This is an optimization exercise on Yosys and OpenROAD, whose aim is small area and a short achievable clock period, not a production implementation. The RTL was checked by simulation tests, not by an equivalence proof against the original design. Power and IR drop assume default switching activity.

==> 06-28 <==
==> flow/design.v (excerpt) <==
module branch_redirect_unit #(
   parameter int unsigned     XLEN        = 32,
   parameter int unsigned     BTB_ENTRIES = 64,
   parameter logic [XLEN-1:0] RESET_PC    = 32'h0000_0000,
   parameter logic [1:0]      CTR_INIT    = 2'b01
) (
   input  logic            clk,
   input  logic            rst,
   input  logic            stall_i,
   output logic [XLEN-1:0] pc_o,
   output logic            pred_taken_o,
   output logic [XLEN-1:0] pred_target_o,
   input  logic            ex_valid_i,
   input  logic            ex_branch_i,
   input  logic            ex_jump_i,
   input  logic            ex_cond_true_i,
   input  logic [XLEN-1:0] ex_pc_i,
   input  logic [XLEN-1:0] ex_target_i,
   input  logic            ex_pred_taken_i,
   input  logic [XLEN-1:0] ex_pred_target_i,
   output logic            flush_o,
   output logic [31:0]     branch_cnt_o,
   output logic [31:0]     mispred_cnt_o
);
clock: 8.0 ns
lec_check: 0
abc_clock_period_in_ps: 5000
cap_margin: 20
core_margin: 2
core_utilization: 38
setup_slack_margin: 3.5
slew_margin: 20
synth_hierarchical: 1
synth_minimum_keep_size: 0
tns_end_percent: 5
standard.sh (not shown) runs the stock make flow with config.mk's settings and CLKGATE_MAP_FILE= SYNTH_SCRIPT=/design/flow/synth_recipe.tcl, a recipe that flattens the netlist after the stock synthesis.
==> flow/flow/run.sh <==
#!/bin/bash
# Layout flow: the standard flow (standard.sh) with these changes after synthesis:
#  - the port buffers are buf_4 cells (buffer_ports -buffer_cell) rather than the
#    library's default pick, a slow delay buffer;
#  - clock tree synthesis inserts no dummy loads;
#  - the EX target/predicted-target pins, the EX control pins and flush_o are placed
#    as one ordered group (flow/io.tcl), so the target compare behind flush_o is short.
# Synthesis, floorplan, power grid, placement, routing are otherwise standard. Each
# step's full output goes to a log file in this folder; ORFS's own logs stay under
# orfs/logs/.
set -euo pipefail
cd "$(dirname "$0")/.."

# 1. the standard synthesis, unchanged
bash standard.sh synth > synth.log 2>&1

# 2. the rest of the standard flow, with the extra make variables
sed 's|"\${@:-finish}"|BUFFER_PORTS_ARGS="-buffer_cell sky130_fd_sc_hd__buf_4" CTS_ARGS="-sink_clustering_enable -repair_clock_nets -dont_use_dummy_load" IO_CONSTRAINTS="'"$PWD"'/flow/io.tcl" "${@:-finish}"|' \
   standard.sh > flow_standard_ext.sh
grep -q 'IO_CONSTRAINTS' flow_standard_ext.sh
bash flow_standard_ext.sh finish > layout.log 2>&1
test -s out/final.def
==> flow/flow/io.tcl <==
# Keep the EX target compare short: each ex_target_i bit beside the same
# ex_pred_target_i bit, with the EX control inputs and flush_o, as one ordered group
# of pins; place_pins chooses where on the edge the group goes.
set my_io_pins [list flush_o rst ex_valid_i ex_branch_i ex_jump_i ex_cond_true_i ex_pred_taken_i]
for {set b 0} {$b < 32} {incr b} {
  lappend my_io_pins "ex_target_i\[$b\]" "ex_pred_target_i\[$b\]"
}
set_io_pin_constraint -group -order -pin_names $my_io_pins
==> inputs of 11-12, as changes to 06-28 <==
--- a/flow/design.v
+++ b/flow/design.v
@@ -22,86 +22,84 @@
    output logic [31:0]     branch_cnt_o,
    output logic [31:0]     mispred_cnt_o
 );
    localparam int unsigned     IDXW    = $clog2(BTB_ENTRIES);
    localparam int unsigned     TAGW    = XLEN - IDXW - 2;
    localparam logic [XLEN-1:0] PC_STEP = {{(XLEN-3){1'b0}}, 3'b100};
    logic [XLEN-1:0] pc_r;
-   logic [XLEN-1:0] pc4_r;        
    logic            vc_r;         
    logic [TAGW-1:0] btx_r;        
    logic [XLEN-1:0] btg_r;        
    logic [31:0]     br_cnt_r;
    logic [31:0]     mp_cnt_r;
    logic            valid_r [BTB_ENTRIES];
    logic [TAGW-1:0] tag_r   [BTB_ENTRIES];
    logic [XLEN-1:0] tgt_r   [BTB_ENTRIES];
    logic [1:0]      ctr_r   [BTB_ENTRIES];
    logic            pw_v_r;       
    logic [IDXW-1:0] pw_idx_r;     
    logic [1:0]      pw_ctr_r;     
    logic [TAGW-1:0] ex_tag;
    assign ex_tag = ex_pc_i[XLEN-1:IDXW+2];
-   logic res_s, taken_s, mispred_s, mp_dir, mp_tgt, tk_pt;
+   logic res_s, taken_s, mispred_s, mp_dir, mp_tgt, tk_pt, tk_npt, ntk_pt;
    logic ne_f, ne_s, ne_m;
-   btb_exctl u_exctl (.v(ex_valid_i), .br(ex_branch_i), .j(ex_jump_i), .c(ex_cond_true_i),
-                      .pt(ex_pred_taken_i), .res(res_s), .tk(taken_s), .tk_pt(tk_pt),
-                      .dir(mp_dir));
+   assign res_s   = ex_valid_i && (ex_branch_i || ex_jump_i);
+   assign taken_s = ex_jump_i || (ex_branch_i && ex_cond_true_i);
+   assign tk_pt   = res_s && taken_s && ex_pred_taken_i;       
+   assign tk_npt  = res_s && taken_s && !ex_pred_taken_i;      
+   assign ntk_pt  = res_s && !taken_s && ex_pred_taken_i;      
+   assign mp_dir  = tk_npt || ntk_pt;
    btb_ne32 u_ne_f (.a(ex_target_i), .b(ex_pred_target_i), .y(ne_f));
    btb_ne32 u_ne_s (.a(ex_target_i), .b(ex_pred_target_i), .y(ne_s));
    btb_ne32 u_ne_m (.a(ex_target_i), .b(ex_pred_target_i), .y(ne_m));
    assign mp_tgt    = tk_pt && ne_m;
    assign mispred_s = mp_dir || mp_tgt;
    logic fl_dir, fl_tgt;
    btb_flctl u_flctl (.rst(rst), .v(ex_valid_i), .br(ex_branch_i), .j(ex_jump_i),
                       .c(ex_cond_true_i), .pt(ex_pred_taken_i), .dir(fl_dir), .tgt(fl_tgt));
    btb_ao21 u_flush (.a(fl_tgt), .b(ne_f), .c(fl_dir), .y(flush_o));
-   logic            pt_o, pt_s;
-   logic [XLEN-1:0] pc4_s, ptg_o, ptg_s;
-   btb_tkchk u_pt_o (.vc(vc_r), .x(btx_r), .y(pt_o));
-   btb_tkchk u_pt_s (.vc(vc_r), .x(btx_r), .y(pt_s));
-   assign pc4_s = pc4_r;
+   logic            pt_s;
+   logic [XLEN-1:0] pc4_s, ptg_s;
+   assign pt_s  = vc_r && !(|btx_r);
+   assign pc4_s = pc_r + PC_STEP;
    for (genvar b = 0; b < XLEN; b++) begin : g_ptg
-      btb_mux2 u_m (.s(pt_o), .a(btg_r[b]), .b(pc4_s[b]), .y(ptg_o[b]));
+      btb_mux2 u_m (.s(pt_s), .a(btg_r[b]), .b(pc4_s[b]), .y(ptg_s[b]));
    end
-   assign ptg_s = pt_s ? btg_r : pc4_s;
    logic [XLEN-1:0] npc_e, npc_s;
    always_comb begin
       if (mp_dir) npc_e = taken_s ? ex_target_i : ex_pc_i + PC_STEP;
       else if (stall_i) npc_e = pc_r;
       else npc_e = ptg_s;
    end
    assign npc_s = mp_tgt ? ex_target_i : npc_e;
-   logic [IDXW-1:0]        x_idx, t_idx, s_idx, p_idx, b_idx;
-   logic [BTB_ENTRIES-1:0] x_sel, t_sel, p_sel, b_sel, n_sel;
+   logic [IDXW-1:0]        x_idx, t_idx, s_idx, h_idx, b_idx;
+   logic [BTB_ENTRIES-1:0] x_sel, t_sel, h_sel, b_sel, e_sel, n_sel;
    assign x_idx = ex_pc_i[IDXW+1:2];
    assign t_idx = ex_target_i[IDXW+1:2];
-   assign p_idx = pc_r[IDXW+1:2];
    assign b_idx = btg_r[IDXW+1:2];
-   assign s_idx = stall_i ? p_idx : ptg_s[IDXW+1:2];
+   assign s_idx = stall_i ? pc_r[IDXW+1:2] : ptg_s[IDXW+1:2];
+   always_comb begin
+      if (mp_dir) h_idx = taken_s ? t_idx : x_idx + 1'b1;
+      else if (stall_i) h_idx = pc_r[IDXW+1:2];
+      else h_idx = pc4_s[IDXW+1:2];
+   end
    always_comb begin
       for (int i = 0; i < BTB_ENTRIES; i++) begin
          x_sel[i] = (x_idx == i[IDXW-1:0]);
          t_sel[i] = (t_idx == i[IDXW-1:0]);
-         p_sel[i] = (p_idx == i[IDXW-1:0]);
+         h_sel[i] = (h_idx == i[IDXW-1:0]);
          b_sel[i] = (b_idx == i[IDXW-1:0]);
       end
    end
    logic use_b, mp_tgt_s;
    assign use_b    = pt_s && !stall_i && !mp_dir;
    assign mp_tgt_s = tk_pt && ne_s;
    for (genvar i = 0; i < BTB_ENTRIES; i++) begin : g_nsel
-      localparam int PREV = (i + BTB_ENTRIES - 1) % BTB_ENTRIES;
-      logic sq_n, mp_n, f_sel, g_n, t_n;
-      assign t_n = ~t_sel[i];
-      btb_mux2i u_sq (.s(stall_i),  .a(p_sel[i]), .b(p_sel[PREV]), .y(sq_n));   
-      btb_mux2i u_mp (.s(taken_s),  .a(t_sel[i]), .b(x_sel[PREV]), .y(mp_n));   
-      btb_mux2i u_f  (.s(mp_dir),   .a(mp_n),     .b(sq_n),        .y(f_sel));
-      btb_mux2i u_g  (.s(use_b),    .a(b_sel[i]), .b(f_sel),       .y(g_n));
-      btb_mux2i u_n  (.s(mp_tgt_s), .a(t_n),      .b(g_n),         .y(n_sel[i]));
+      btb_mux2 u_e (.s(use_b), .a(b_sel[i]), .b(h_sel[i]), .y(e_sel[i]));
+      btb_mux2 u_s (.s(mp_tgt_s), .a(t_sel[i]), .b(e_sel[i]), .y(n_sel[i]));
    end
    logic same_idx, same_t, same_s;
    assign same_t   = (t_idx == x_idx);
    assign same_s   = (s_idx == x_idx);    
    assign same_idx = mispred_s ? (taken_s && same_t) : same_s;
    logic            n_v, n_ctr1_a, n_ctr1, x_v;
    logic [TAGW-1:0] n_tag, x_tag;
@@ -129,17 +127,16 @@
       btb_rd64 u_rx (.sel(x_sel), .d(rd_tag[b]), .o(x_tag[b]));
    end
    for (genvar b = 0; b < XLEN; b++) begin : g_rtgt
       btb_rd64 u_rn (.sel(n_sel), .d(rd_tgt[b]), .o(n_tgt[b]));
    end
    logic pw_x, pw_n;
    assign pw_x   = pw_v_r && (pw_idx_r == x_idx);
-   assign pw_n   = pw_v_r && (mispred_s ? (taken_s ? (pw_idx_r == t_idx)
-                                                   : (pw_idx_r == x_idx + 1'b1))
-                                       : (pw_idx_r == s_idx));
+   assign pw_n   = pw_v_r && (mp_tgt_s ? (pw_idx_r == t_idx)
+                                       : use_b ? (pw_idx_r == b_idx) : (pw_idx_r == h_idx));
    assign x_ctr  = pw_x ? pw_ctr_r : x_ctr_a;
    assign n_ctr1 = pw_n ? pw_ctr_r[1] : n_ctr1_a;
    logic       x_teq, x_hit, wr_entry, wr_ctr;
    logic [1:0] new_ctr;
    btb_eq24 u_x_teq (.a(x_tag), .b(ex_tag), .y(x_teq));
    assign x_hit = x_v && x_teq;
    always_comb begin
@@ -153,20 +150,18 @@
    assign byp_ctr   = same_idx && wr_ctr;
    assign k_rd      = !rst && !byp_ctr;
    assign k_ctr     = !rst && byp_ctr && new_ctr[1];
    btb_vcsel u_vc (.v(n_v), .c1(n_ctr1), .k_rd(k_rd), .k_ctr(k_ctr), .y(vc_n));
    always_ff @(posedge clk) begin
       if (rst) begin
          pc_r     <= RESET_PC;
-         pc4_r    <= RESET_PC + PC_STEP;
          br_cnt_r <= 32'h0000_0000;
          mp_cnt_r <= 32'h0000_0000;
       end else begin
-         pc_r  <= npc_s;
-         pc4_r <= npc_s + PC_STEP;
+         pc_r <= npc_s;
          if (res_s && !(&br_cnt_r)) br_cnt_r <= br_cnt_r + 32'd1;
          if (mispred_s && !(&mp_cnt_r)) mp_cnt_r <= mp_cnt_r + 32'd1;
       end
       vc_r   <= vc_n;
       btx_r  <= (byp_entry ? ex_tag : n_tag) ^ npc_s[XLEN-1:IDXW+2];
       pw_v_r   <= !rst && wr_ctr;
       pw_idx_r <= x_idx;
@@ -198,16 +193,16 @@
          if (rst) valid_r[g] <= 1'b0;
          else if (we_e[g]) valid_r[g] <= 1'b1;
          {tag_r[g], tgt_r[g]} <= ent_d;
          ctr_r[g] <= ctr_d;
       end
    end
    assign pc_o          = pc_r;
-   assign pred_taken_o  = pt_o;
-   assign pred_target_o = ptg_o;
+   assign pred_taken_o  = pt_s;
+   assign pred_target_o = ptg_s;
    assign branch_cnt_o  = br_cnt_r;
    assign mispred_cnt_o = mp_cnt_r;
 endmodule
 module btb_hold (
    input  logic we,
    input  logic wen,
    input  logic d,
@@ -264,23 +259,14 @@
 endmodule
 module btb_nor2 (
    input  logic a, b,
    output logic y
 );
    assign y = ~(a | b);
 endmodule
-module btb_exctl (
-   input  logic v, br, j, c, pt,
-   output logic res, tk, tk_pt, dir
-);
-   assign res   = v & (br | j);
-   assign tk    = j | (br & c);
-   assign tk_pt = res & tk & pt;
-   assign dir   = res & (tk ^ pt);
-endmodule
 module btb_flctl (
    input  logic rst, v, br, j, c, pt,
    output logic dir, tgt
 );
    logic res, tk;
    assign res = v & (br | j);
    assign tk  = j | (br & c);
@@ -309,26 +295,13 @@
 endmodule
 module btb_vcsel (
    input  logic v, c1, k_rd, k_ctr,
    output logic y
 );
    assign y = (k_rd & v & c1) | k_ctr;
 endmodule
-module btb_tkchk (
-   input  logic        vc,
-   input  logic [23:0] x,
-   output logic        y
-);
-   assign y = vc & ~(|x);
-endmodule
-module btb_mux2i (
-   input  logic s, a, b,
-   output logic y
-);
-   assign y = ~(s ? a : b);
-endmodule
 module btb_mux2 (
    input  logic s, a, b,
    output logic y
 );
    assign y = s ? a : b;
 endmodule
==> notes <==
Against 11-12, the first-iteration DRC count of 06-28 is lower by 5.5%. Of 11-12 and 06-28, 11-12 has the higher wire length (gap 2.3%, measured against 06-28). Worst hold slack is about the same in 06-28 and 11-12. Between 11-12 and 06-28, the lower sequential power is in 06-28 (gap about 2%, measured against 06-28). Between 11-12 and 06-28, the lower cell count is in 11-12 (gap about 3%, measured against 06-28). In 11-12 the power is higher than in 06-28, by 2.5%. Between 06-28 and 11-12, the lower via count is in 11-12 (gap about 0.9%, measured against 11-12). Critical path depth: 11-12 is lower than 06-28 (1). Synthesized cell count: 11-12 is lower than 06-28 (3.2%).
==> figures <==
quantity	06-28	11-12
Run status	complete, no violations	complete, no violations
Critical Path End	vc_r$_DFF_P_	btx_r[12]$_DFF_P_
Crit Reg-Reg Endpoint	vc_r$_DFF_P_	btx_r[12]$_DFF_P_
Ratio of layout area to synthesized area	1.258x	1.237x
Vias per cell	7.64	7.80
Met3 routing resource usage after global routing	0.188	0.236
DRC violation total after the first TritonRoute iteration	36.0k	38.0k
Total sequential power	22.8 mW	23.2 mW
Startpoint type of the worst setup path	input pin	register
Clock group power	16.7 mW	16.8 mW
Number of buffers inserted to repair setup after CTS	388	280
CP Max Fanout	20	6
Die span in x	631 um	625 um
Synthesized Nets	12.9k	12.5k
Buffers plus inverters on the worst setup path	4	7
Maximum clock skew at final layout	145 ps	150 ps
Final WL	869000 um	890000 um
Non-clock buffer instance count of the final layout	1513	1380
Met3 WL post-DR	148000 um	163000 um
Combinational share of power	0.106	0.117

separate check: timing with driven ports:
The flow's constraints put no driver on any port. The routed layouts listed below were extracted and timed again, unchanged, in two steps.
Step 1, drivers: a clkbuf_16 drives clk and a buf_2 each remaining input, both assumed.
Step 2, shift: input delay + t, output delay - t, t = (earliest + latest rising clock arrival at the registers) / 2. This alone moves slack from input paths to output paths.
a / b / c = ideal ports / drivers / drivers and shift; a / b = the first two.
| run | t, ns | setup WS [ns] | worst setup path after step 2 |
|---|---|---|---|
| 06-28 | 1.127 | 2.674 / 2.415 / 1.288 | input to register |
| 11-12 | 1.135 | 2.134 / 2.134 / 1.204 | input to register |
After both steps setup and hold are still met in every run listed. The setup slack of 06-28, which loses most, moves by -0.259 ns with the drivers and by -1.386 ns with both steps.
